This is an optimization exercise on Yosys and OpenROAD, whose aim is small area and a short achievable clock period, not a production implementation.
At most, simulation tests tie the RTL to the original design; equivalence was not proved.
No activity file was given, so power comes from the tool's default toggle rates.

Setup of v6:
==> flow/design.v (excerpt) <==
module decode_top (
    input  logic                          clk_i,
    input  logic                          reset_i,
    input  logic                          if_valid_i,
    input  logic [rv_pkg::XLEN-1:0]       if_pc_i,
    input  logic [rv_pkg::INST_WIDTH-1:0] if_instr_i,
    input  logic                          stall_i,
    input  logic                          wb_we_i,
    input  logic [rv_pkg::GPR_ADDR_W-1:0] wb_addr_i,
    input  logic [rv_pkg::XLEN-1:0]       wb_data_i,
    output logic                          id_ex_valid_o,
    output logic [rv_pkg::XLEN-1:0]       id_ex_pc_o,
    output logic [rv_pkg::GPR_ADDR_W-1:0] id_ex_rd_addr_o,
    output logic [rv_pkg::GPR_ADDR_W-1:0] id_ex_rs1_addr_o,
    output logic [rv_pkg::GPR_ADDR_W-1:0] id_ex_rs2_addr_o,
    output logic [rv_pkg::XLEN-1:0]       id_ex_rs1_val_o,
    output logic [rv_pkg::XLEN-1:0]       id_ex_rs2_val_o,
    output logic [rv_pkg::XLEN-1:0]       id_ex_imm_o,
    output logic                          id_ex_rs1_re_o,
    output logic                          id_ex_rs2_re_o,
    output logic                          id_ex_rd_we_o,
    output logic                          id_ex_mem_re_o,
    output logic                          id_ex_mem_we_o,
    output logic [5:0]                    id_ex_instr_id_o
);
==> module regfile, before the edit <==
module regfile (
    input  logic                          clk_i,
    input  logic                          reset_i,
    input  logic [rv_pkg::GPR_ADDR_W-1:0] rs1_addr_i,
    input  logic [rv_pkg::GPR_ADDR_W-1:0] rs2_addr_i,
    input  logic [31:1]                   rs1_sel_i,
    input  logic [31:1]                   rs2_sel_i,
    input  logic                          rs1_re_i,
    input  logic                          rs2_re_i,
    output logic [rv_pkg::XLEN-1:0]       rs1_val_o,
    output logic [rv_pkg::XLEN-1:0]       rs2_val_o,
    input  logic                          we_i,
    input  logic [rv_pkg::GPR_ADDR_W-1:0] waddr_i,
    input  logic [rv_pkg::XLEN-1:0]       wdata_i
);
    logic [31:1][rv_pkg::XLEN-1:0] regs;
    logic [rv_pkg::XLEN-1:0]       wd_m;
    assign wd_m = reset_i ? '0 : wdata_i;
    for (genvar i = 1; i < 32; i++) begin : g_reg
        logic en;
        assign en = reset_i | (we_i && waddr_i == i);
        always_ff @(posedge clk_i) begin
            if (en) regs[i] <= wd_m;
        end
    end
    logic hit1, hit2;
    logic fw1, fw2;
    assign hit1 = we_i && rs1_addr_i == waddr_i && rs1_addr_i != '0;
    assign hit2 = we_i && rs2_addr_i == waddr_i && rs2_addr_i != '0;
    assign fw1  = rs1_re_i & hit1;
    assign fw2  = rs2_re_i & hit2;
    for (genvar b = 0; b < rv_pkg::XLEN; b++) begin : g_rd
        logic [31:1] col;
        for (genvar i = 1; i < 32; i++) begin : g_col
            assign col[i] = regs[i][b];
        end
        rd_bit u_rd1 (.d_i(col), .sel_i(rs1_sel_i), .fw_i(fw1), .nh_i(~hit1), .wd_i(wdata_i[b]),
                      .y_o(rs1_val_o[b]));
        rd_bit u_rd2 (.d_i(col), .sel_i(rs2_sel_i), .fw_i(fw2), .nh_i(~hit2), .wd_i(wdata_i[b]),
                      .y_o(rs2_val_o[b]));
    end
endmodule
==> module rd_bit, before the edit <==
module rd_bit (
    input  logic [31:1] d_i,
    input  logic [31:1] sel_i,
    input  logic        fw_i,
    input  logic        nh_i,
    input  logic        wd_i,
    output logic        y_o
);
    assign y_o = (fw_i & wd_i) | (nh_i & |(d_i & sel_i));
endmodule
clock: 3.6 ns
lec_check: 0
cap_margin: 20
core_margin: 2
core_utilization: 50
cts_cluster_diameter: 60
cts_cluster_size: 30
setup_slack_margin: 1.7
slew_margin: 20
synth_hierarchical: 1
synth_minimum_keep_size: 0
standard.sh (not shown) runs the stock make flow with config.mk's settings and CLKGATE_MAP_FILE= SYNTH_SCRIPT=/design/flow/synth_recipe.tcl, a recipe that flattens the netlist after the stock synthesis.
==> flow/flow/run.sh <==
#!/bin/bash
# Layout flow: the standard ORFS flow (standard.sh) with two extra ORFS
# variables: port buffers are buf_2 instead of the default delay buffer, and
# the resizer may swap cells across footprints. Full tool output goes to
# standard.log here, and ORFS's own logs stay under orfs/logs.
set -euo pipefail
bash standard.sh MATCH_CELL_FOOTPRINT=0 \
    "BUFFER_PORTS_ARGS=-buffer_cell sky130_fd_sc_hd__buf_2" \
    finish > standard.log 2>&1
[inputs] v7 vs v6
==> flow/design.v, changed modules only <==
module regfile (
    input  logic                          clk_i,
    input  logic                          reset_i,
    input  logic [rv_pkg::GPR_ADDR_W-1:0] rs1_addr_i,
    input  logic [rv_pkg::GPR_ADDR_W-1:0] rs2_addr_i,
    input  logic [31:1]                   rs1_sel_i,
    input  logic [31:1]                   rs2_sel_i,
    input  logic                          rs1_re_i,
    input  logic                          rs2_re_i,
    output logic [rv_pkg::XLEN-1:0]       rs1_val_o,
    output logic [rv_pkg::XLEN-1:0]       rs2_val_o,
    input  logic                          we_i,
    input  logic [rv_pkg::GPR_ADDR_W-1:0] waddr_i,
    input  logic [rv_pkg::XLEN-1:0]       wdata_i
);
    logic [31:1][rv_pkg::XLEN-1:0] regs;
    logic [rv_pkg::XLEN-1:0]       wd_m;
    assign wd_m = reset_i ? '0 : wdata_i;
    for (genvar i = 1; i < 32; i++) begin : g_reg
        logic en;
        assign en = reset_i | (we_i && waddr_i == i);
        always_ff @(posedge clk_i) begin
            if (en) regs[i] <= wd_m;
        end
    end
    logic hit1, hit2;
    logic fw1, fw2;
    assign hit1 = we_i && rs1_addr_i == waddr_i && rs1_addr_i != '0;
    assign hit2 = we_i && rs2_addr_i == waddr_i && rs2_addr_i != '0;
    assign fw1  = rs1_re_i & hit1;
    assign fw2  = rs2_re_i & hit2;
    for (genvar b = 0; b < rv_pkg::XLEN; b++) begin : g_rd
        logic [31:0] col;
        assign col[0] = regs[31][b];
        for (genvar i = 1; i < 32; i++) begin : g_col
            assign col[i] = regs[i][b];
        end
        rd_bit u_rd1 (.d_i(col), .sel_i({rs1_sel_i, rs1_sel_i[31]}), .fw_i(fw1), .nh_i(~hit1), .wd_i(wdata_i[b]),
                      .y_o(rs1_val_o[b]));
        rd_bit u_rd2 (.d_i(col), .sel_i({rs2_sel_i, rs2_sel_i[31]}), .fw_i(fw2), .nh_i(~hit2), .wd_i(wdata_i[b]),
                      .y_o(rs2_val_o[b]));
    end
endmodule
module rd_bit (
    input  logic [31:0] d_i,
    input  logic [31:0] sel_i,
    input  logic        fw_i,
    input  logic        nh_i,
    input  logic        wd_i,
    output logic        y_o
);
    logic [3:0]  p;
    logic [1:0]  q;
    for (genvar k = 0; k < 4; k++) begin : g_grp
        rd_grp8 u_grp (.d_i(d_i[8*k+:8]), .s_i(sel_i[8*k+:8]), .y_o(p[k]));
    end
    rd_nor2 u_nor0 (.a_i(p[1:0]), .y_o(q[0]));
    rd_nor2 u_nor1 (.a_i(p[3:2]), .y_o(q[1]));
    rd_out  u_out  (.q_i(q), .fw_i(fw_i), .nh_i(nh_i), .wd_i(wd_i), .y_o(y_o));
endmodule
module rd_grp8 (
    input  logic [7:0] d_i,
    input  logic [7:0] s_i,
    output logic       y_o
);
    assign y_o = |(d_i & s_i);
endmodule
module rd_nor2 (
    input  logic [1:0] a_i,
    output logic       y_o
);
    assign y_o = ~|a_i;
endmodule
module rd_out (
    input  logic [1:0] q_i,
    input  logic       fw_i,
    input  logic       nh_i,
    input  logic       wd_i,
    output logic       y_o
);
    assign y_o = (fw_i & wd_i) | (nh_i & ~&q_i);
endmodule
==> comparison <==
[compare] base=v6 new=v7: setup slack went up by 17 ps, cell count went up.
Detailed-routing iteration count for the pre-antenna-repair pass in v7 vs v6: down 1
v6 → v7: worst hold-check slack saw an increase, register share of the cell area went up.
Core utilization of the finished layout for v7: 1.0 points down relative to v6
Summary of v7 over v6: global-route wire length before repair lower, power per cell area went up, area after synthesis increased by 160 sq um relative to the old numbers, synthesized netlist cell count increased 4.0%, worst slew slack as a fraction of its limit saw an increase.
Route | v7 vs v6 | wire shorter in v7

---

== amber ==
Another version of the RTL of decode_top (not shown whole).
For scale: ~260 I/O pins, ~53000 µm² of cells after synthesis.
==> module decode_top, before the edit <==
module decode_top (
    input  logic                          clk_i,
    input  logic                          reset_i,
    input  logic                          if_valid_i,
    input  logic [rv_pkg::XLEN-1:0]       if_pc_i,
    input  logic [rv_pkg::INST_WIDTH-1:0] if_instr_i,
    input  logic                          stall_i,
    input  logic                          wb_we_i,
    input  logic [rv_pkg::GPR_ADDR_W-1:0] wb_addr_i,
    input  logic [rv_pkg::XLEN-1:0]       wb_data_i,
    output logic                          id_ex_valid_o,
    output logic [rv_pkg::XLEN-1:0]       id_ex_pc_o,
    output logic [rv_pkg::GPR_ADDR_W-1:0] id_ex_rd_addr_o,
    output logic [rv_pkg::GPR_ADDR_W-1:0] id_ex_rs1_addr_o,
    output logic [rv_pkg::GPR_ADDR_W-1:0] id_ex_rs2_addr_o,
    output logic [rv_pkg::XLEN-1:0]       id_ex_rs1_val_o,
    output logic [rv_pkg::XLEN-1:0]       id_ex_rs2_val_o,
    output logic [rv_pkg::XLEN-1:0]       id_ex_imm_o,
    output logic                          id_ex_rs1_re_o,
    output logic                          id_ex_rs2_re_o,
    output logic                          id_ex_rd_we_o,
    output logic                          id_ex_mem_re_o,
    output logic                          id_ex_mem_we_o,
    output logic [5:0]                    id_ex_instr_id_o
);
    localparam int IF_ID_W = rv_pkg::XLEN + 4 + 2 + 2 * 31 + 25;
    localparam int ID_EX_W = 2 * rv_pkg::XLEN + 3 * rv_pkg::GPR_ADDR_W + 11;
    logic [rv_pkg::OPCODE_W-1:0]   opc;
    rv_pkg::opc_cls_t              cls;
    rv_pkg::if_id_t                if_id_in;
    rv_pkg::if_id_t                if_id_q;
    logic                          if_id_valid;
    logic [rv_pkg::FUNCT3_W-1:0]   funct3;
    logic                          alt;
    rv_pkg::ctrl_t                 ctrl;
    logic [rv_pkg::GPR_ADDR_W-1:0] rs1_addr;
    logic [rv_pkg::GPR_ADDR_W-1:0] rs2_addr;
    logic [rv_pkg::XLEN-1:0]       rs1_val;
    logic [rv_pkg::XLEN-1:0]       rs2_val;
    rv_pkg::id_ex_t                id_ex_d;
    rv_pkg::id_ex_t                id_ex_q;
    assign opc       = if_instr_i[rv_pkg::OPCODE_W-1:0];
    assign cls.imm_i = (opc == rv_pkg::OPC_OP_IMM) || (opc == rv_pkg::OPC_LOAD);
    assign cls.imm_s = (opc == rv_pkg::OPC_STORE);
    assign cls.imm_u = (opc == rv_pkg::OPC_LUI) || (opc == rv_pkg::OPC_AUIPC);
    assign cls.x     = (opc == rv_pkg::OPC_LOAD) || (opc == rv_pkg::OPC_AUIPC)
                    || (opc == rv_pkg::OPC_OP);
    rv_pkg::ctrl_t ctrl_in;
    logic [31:1]   sel1_in;
    logic [31:1]   sel2_in;
    ctrl_unit u_ctrl_in (
        .cls_i   (cls),
        .funct3_i(if_instr_i[14:12]),
        .alt_i   (if_instr_i[30]),
        .ctrl_o  (ctrl_in)
    );
    for (genvar i = 1; i < 32; i++) begin : g_sel
        assign sel1_in[i] = if_instr_i[19:15] == i;
        assign sel2_in[i] = if_instr_i[24:20] == i;
    end
    assign if_id_in = {if_pc_i, cls, ctrl_in.rs1_re, ctrl_in.rs2_re, sel1_in, sel2_in, if_instr_i[31:7]};
    pipe_reg #(
        .W(IF_ID_W),
        .HOLD_MUX(1)
    ) if_id_reg (
        .clk_i  (clk_i),
        .reset_i(reset_i),
        .stall_i(stall_i),
        .valid_i(if_valid_i),
        .data_i (if_id_in),
        .valid_o(if_id_valid),
        .data_o (if_id_q)
    );
    id_stage u_id_stage (
        .if_id_i   (if_id_q),
        .funct3_o  (funct3),
        .alt_o     (alt),
        .ctrl_i    (ctrl),
        .rs1_addr_o(rs1_addr),
        .rs2_addr_o(rs2_addr),
        .id_ex_o   (id_ex_d)
    );
    ctrl_unit u_ctrl_unit (
        .cls_i   (if_id_q.cls),
        .funct3_i(funct3),
        .alt_i   (alt),
        .ctrl_o  (ctrl)
    );
    regfile u_regfile (
        .clk_i     (clk_i),
        .reset_i   (reset_i),
        .rs1_addr_i(rs1_addr),
        .rs2_addr_i(rs2_addr),
        .hold_i    (stall_i),
        .rs1_val_o (rs1_val),
        .rs2_val_o (rs2_val),
        .rs1_sel_i (if_id_q.sel1),
        .rs2_sel_i (if_id_q.sel2),
        .rs1_re_i  (if_id_q.rs1_re),
        .rs2_re_i  (if_id_q.rs2_re),
        .we_i      (wb_we_i),
        .waddr_i   (wb_addr_i),
        .wdata_i   (wb_data_i)
    );
    pipe_reg #(
        .W(ID_EX_W),
        .HOLD_MUX(1)
    ) id_ex_reg (
        .clk_i  (clk_i),
        .reset_i(reset_i),
        .stall_i(stall_i),
        .valid_i(if_id_valid),
        .data_i (id_ex_d),
        .valid_o(id_ex_valid_o),
        .data_o (id_ex_q)
    );
    assign id_ex_pc_o       = id_ex_q.pc;
    assign id_ex_rd_addr_o  = id_ex_q.rd_addr;
    assign id_ex_rs1_addr_o = id_ex_q.rs1_addr;
    assign id_ex_rs2_addr_o = id_ex_q.rs2_addr;
    assign id_ex_rs1_val_o  = rs1_val;
    assign id_ex_rs2_val_o  = rs2_val;
    assign id_ex_imm_o      = id_ex_q.imm;
    assign id_ex_rs1_re_o   = id_ex_q.ctrl.rs1_re;
    assign id_ex_rs2_re_o   = id_ex_q.ctrl.rs2_re;
    assign id_ex_rd_we_o    = id_ex_q.ctrl.rd_we;
    assign id_ex_mem_re_o   = id_ex_q.ctrl.mem_re;
    assign id_ex_mem_we_o   = id_ex_q.ctrl.mem_we;
    assign id_ex_instr_id_o = id_ex_q.ctrl.instr_id;
endmodule
clock: 3.6 ns
lec_check: 0
cap_margin: 20
core_margin: 2
core_utilization: 50
cts_cluster_diameter: 60
cts_cluster_size: 30
setup_slack_margin: 1.7
slew_margin: 20
synth_hierarchical: 1
synth_minimum_keep_size: 0
Scripts as last shown in full above: flow/flow/run.sh
Inputs modified between amber and fjord:
--- a/flow/design.v
+++ b/flow/design.v
@@ -357,20 +357,23 @@
     assign cls.imm_u = (opc == rv_pkg::OPC_LUI) || (opc == rv_pkg::OPC_AUIPC);
     assign cls.x     = (opc == rv_pkg::OPC_LOAD) || (opc == rv_pkg::OPC_AUIPC)
                     || (opc == rv_pkg::OPC_OP);
-    rv_pkg::ctrl_t ctrl_in;
-    logic [31:1]   sel1_in;
-    logic [31:1]   sel2_in;
-    ctrl_unit u_ctrl_in (
-        .cls_i   (cls),
-        .funct3_i(if_instr_i[14:12]),
-        .alt_i   (if_instr_i[30]),
-        .ctrl_o  (ctrl_in)
-    );
+    logic [rv_pkg::FUNCT3_W-1:0] f3_in;
+    logic                        load_ok, store_ok;
+    logic                        rs1_re_in, rs2_re_in;
+    logic [31:1]                 sel1_in;
+    logic [31:1]                 sel2_in;
+    assign f3_in     = if_instr_i[14:12];
+    assign load_ok   = ~(f3_in[1] & (f3_in[0] | f3_in[2]));
+    assign store_ok  = ~f3_in[2] & ~(f3_in[1] & f3_in[0]);
+    assign rs1_re_in = (opc == rv_pkg::OPC_OP) || (opc == rv_pkg::OPC_OP_IMM)
+                    || ((opc == rv_pkg::OPC_LOAD) && load_ok)
+                    || ((opc == rv_pkg::OPC_STORE) && store_ok);
+    assign rs2_re_in = (opc == rv_pkg::OPC_OP) || ((opc == rv_pkg::OPC_STORE) && store_ok);
     for (genvar i = 1; i < 32; i++) begin : g_sel
         assign sel1_in[i] = if_instr_i[19:15] == i;
         assign sel2_in[i] = if_instr_i[24:20] == i;
     end
-    assign if_id_in = {if_pc_i, cls, ctrl_in.rs1_re, ctrl_in.rs2_re, sel1_in, sel2_in, if_instr_i[31:7]};
+    assign if_id_in = {if_pc_i, cls, rs1_re_in, rs2_re_in, sel1_in, sel2_in, if_instr_i[31:7]};
     pipe_reg #(
         .W(IF_ID_W),
         .HOLD_MUX(1)
Notes after the runs:
sky130_fd_sc_hd__o21bai_2 as the slowest stage cell on the critical path was reported by fjord, and sky130_fd_sc_hd__o21bai_4 by amber.
~same total power in amber and fjord
amber → fjord: final area higher, clock network fraction of design power went up 0.2 points.
Looking at maximum number of pins on one net before global-route repair, fjord sits 9 lower than amber does.
The destination of the critical timing path comes out u_regfile.regs[984] in one run and u_regfile.regs[744] in the other, namely in amber and fjord respectively.
Taking amber as the reference, in fjord worst setup slack lower, worst slack on hold paths went up 0.017 ns, non-clock buffer count in the final layout down 7.
No run of this note included a check of the RTL's function; only the layout flow was run.

port drivers added, routing unchanged:
The flow's constraints put no driver on any port. The routed layouts listed below were extracted and timed again, unchanged, in two steps.
Step 1 (the two cells are an assumption about what drives the block):
set clk [get_ports {clk_i}]
set_driving_cell -lib_cell sky130_fd_sc_hd__clkbuf_16 $clk
set_driving_cell -lib_cell sky130_fd_sc_hd__buf_2 [delete_from_list [all_inputs] $clk]
Step 2 moves the port delays by t, midway between the first and last clock arrival at a register: inputs arrive t later, outputs are due t later. That takes back most of the time a late clock gives input paths.
Three values: ideal, step 1, step 2; two values: the first two.
| run | t (ns) | slack for setup (ns) | worst hold slack (ns) |
|---|---|---|---|
| v6 | 0.792 | 1.396 / 1.317 / 0.927 | 0.167 / 0.118 / 0.421 |
| v7 | 0.780 | 1.413 / 1.329 / 0.895 | 0.184 / 0.127 / 0.416 |
| amber | 0.780 | 1.552 / 1.537 / 0.810 | 0.230 / 0.191 / 0.477 |
| fjord | 0.771 | 1.508 / 1.519 / 0.748 | 0.247 / 0.200 / 0.485 |
After both steps setup and hold are still met in every run listed. The setup slack of fjord, which loses most, moves by +0.011 ns with the drivers and by -0.760 ns with both steps.
